This design comes from an exercise in tuning for small area, a short achievable clock period and few clock cycles per item on the open sky130 flow, not from production work. The RTL was checked by simulation tests, not by an equivalence proof against the original design.

==> inputs of maple <==
Design integer_calculator_alu, start of the top module:
module integer_calculator_alu #(
  parameter int DATA_WIDTH = 32
) (
  input  logic        clk_i,
  input  logic        rst_ni,
  input  logic        in_valid_i,
  output logic        in_ready_o,
  input  logic [3:0]  req_type_i,
  input  logic [31:0] operand_a_i,
  input  logic [31:0] operand_b_i,
  output logic        out_valid_o,
  input  logic        out_ready_i,
  output logic [31:0] result_value_o,
  output logic [2:0]  status_o
);
Settings: LEC_CHECK=0, CAP_MARGIN=20, CORE_MARGIN=2, CORE_UTILIZATION=40, PLACE_DENSITY=0.45, SETUP_SLACK_MARGIN=2.0, SLEW_MARGIN=20; clock period 8.0 ns.
run.sh (not shown) runs the stock make flow with config.mk's settings and CLKGATE_MAP_FILE= SYNTH_SCRIPT=/design/flow/synth_recipe.tcl, a recipe that flattens the netlist after the stock synthesis.
==> lagoon (differences from maple) <==
--- a/flow/design.v
+++ b/flow/design.v
@@ -534,12 +534,17 @@
         p_d   = cs_s5;
         pc_d  = cs_c5;
         cnt_d = {3'd0, dig_nxt};
         rsv_d = m_last;
       end
     end
+    if (state_q[S_PSQ] && !rsv_q && dig == 2'd0 && a_q[15:0] == 16'h0001) begin
+      p_d   = {a_q[30:1], 2'b01};
+      pc_d  = 32'd0;
+      rsv_d = 1'b1;
+    end
     if (state_q[S_PSQ] && rsv_q) begin
       a_d = prod;
       if (b_q[1] && c_q == 32'd1) c_d = prod;
     end
     if (state_q[S_PMUL] && rsv_q) c_d = prod;
     state_d = go ? (NS'(1) << nxt) : state_q;
- CAP_MARGIN: 20 -> 40
- SETUP_SLACK_MARGIN: 2.0 -> 1.5
- SLEW_MARGIN: 20 -> 40
==> notes <==
In lagoon the global-route usage is higher than in maple, by 1.7 points. Against lagoon, the worst hold slack of maple is better by 0.057 ns. In lagoon the via count is larger than in maple, by about 1.3%. In sequential cell count, lagoon and maple do not differ. Of lagoon and maple, maple has the higher non-clock buffer count (gap 101). Clock skew: lagoon is higher than maple (0.013 ns). Between lagoon and maple, the lower register-to-register slack is in lagoon (gap 0.55 ns). In lagoon the synthesized cell count is smaller than in maple, by 0.26%. Between maple and lagoon, the lower first-iteration DRC count is in maple (gap 2.6%, measured against lagoon).
==> figures <==
Outcome: maple timing/DRC/antenna clean; lagoon timing/DRC/antenna clean
Number of distinct library cells after synthesis: maple 105; lagoon 113
Total routing usage reported by global routing: maple 0.643; lagoon 0.660
1st-pass router iterations: maple 19; lagoon 17
Die outline width: maple 352 um; lagoon 352 um
Endpoint of the worst hold-timing path: maple state_q[0]$_DFFE_PN1P_; lagoon pc_q[4]$_SDFFE_PP0P_
Non-Filler Instances: maple 9,055; lagoon 8,983
Required time at the endpoint of the critical path: maple 8.23 ns; lagoon 8.20 ns
Buffering stage count on the worst path with inverters included: maple 5; lagoon 6
Final worst hold slack: maple 0.544 ns; lagoon 0.487 ns
Relative slew slack: maple 0.0684; lagoon 0.245
Summed area of non-filler cells in the final layout: maple 58,800 um2; lagoon 56,600 um2
Endpoint of the most critical register-to-register path: maple a_q[14]$_DFFE_PP_; lagoon a_q[20]$_DFFE_PP_
Detailed-placement wirelength estimate: maple 311 mm; lagoon 319 mm
Post-layout net count: maple 7,809; lagoon 7,684
Synth-to-layout area growth: maple 21.3%; lagoon 16.7%
Synth Area in Adders: maple 0.116; lagoon 0.116
Total wire length: maple 424 mm; lagoon 432 mm
Die Outline Area: maple 124,000 um2; lagoon 124,000 um2
Total area of multi-input combinational cells: maple 43,100 um2; lagoon 42,400 um2
Placed Cells: maple 8,740; lagoon 8,729
Testbench counts of maple, summed over its fixed seeds: cycles 18,759, items 2,400.
Testbench counts of lagoon, summed over its fixed seeds: cycles 18,589, items 2,400.

==> port drivers added, routing unchanged <==
The flow's constraints put no driver on any port. The routed layouts listed below were extracted and timed again, unchanged, in two steps.
Step 1 assumes that a clkbuf_16 drives the clock port and a buf_2 every other input.
Step 2 moves the port delays by t, midway between the first and last clock arrival at a register: inputs arrive t later, outputs are due t later. That takes back most of the time a late clock gives input paths.
Three values: no drivers, after step 1, after step 2; two values: the first two.
run	t, ns	setup WS [ns]	hold slack, ns	latest minus earliest clock arrival (ns)	worst register clock-pin slew, ns
maple	0.644	1.431 / 1.431 / 1.405	0.544 / 0.544 / 0.544	0.031 / 0.032	0.12 / 0.12
lagoon	0.702	0.885 / 0.885 / 0.704	0.487 / 0.487 / 0.487	0.045 / 0.045	0.12 / 0.12
After both steps every run listed still meets setup and hold. For lagoon, which loses most, drivers alone change the setup slack by 0.000 ns; drivers and shift together by -0.181 ns.
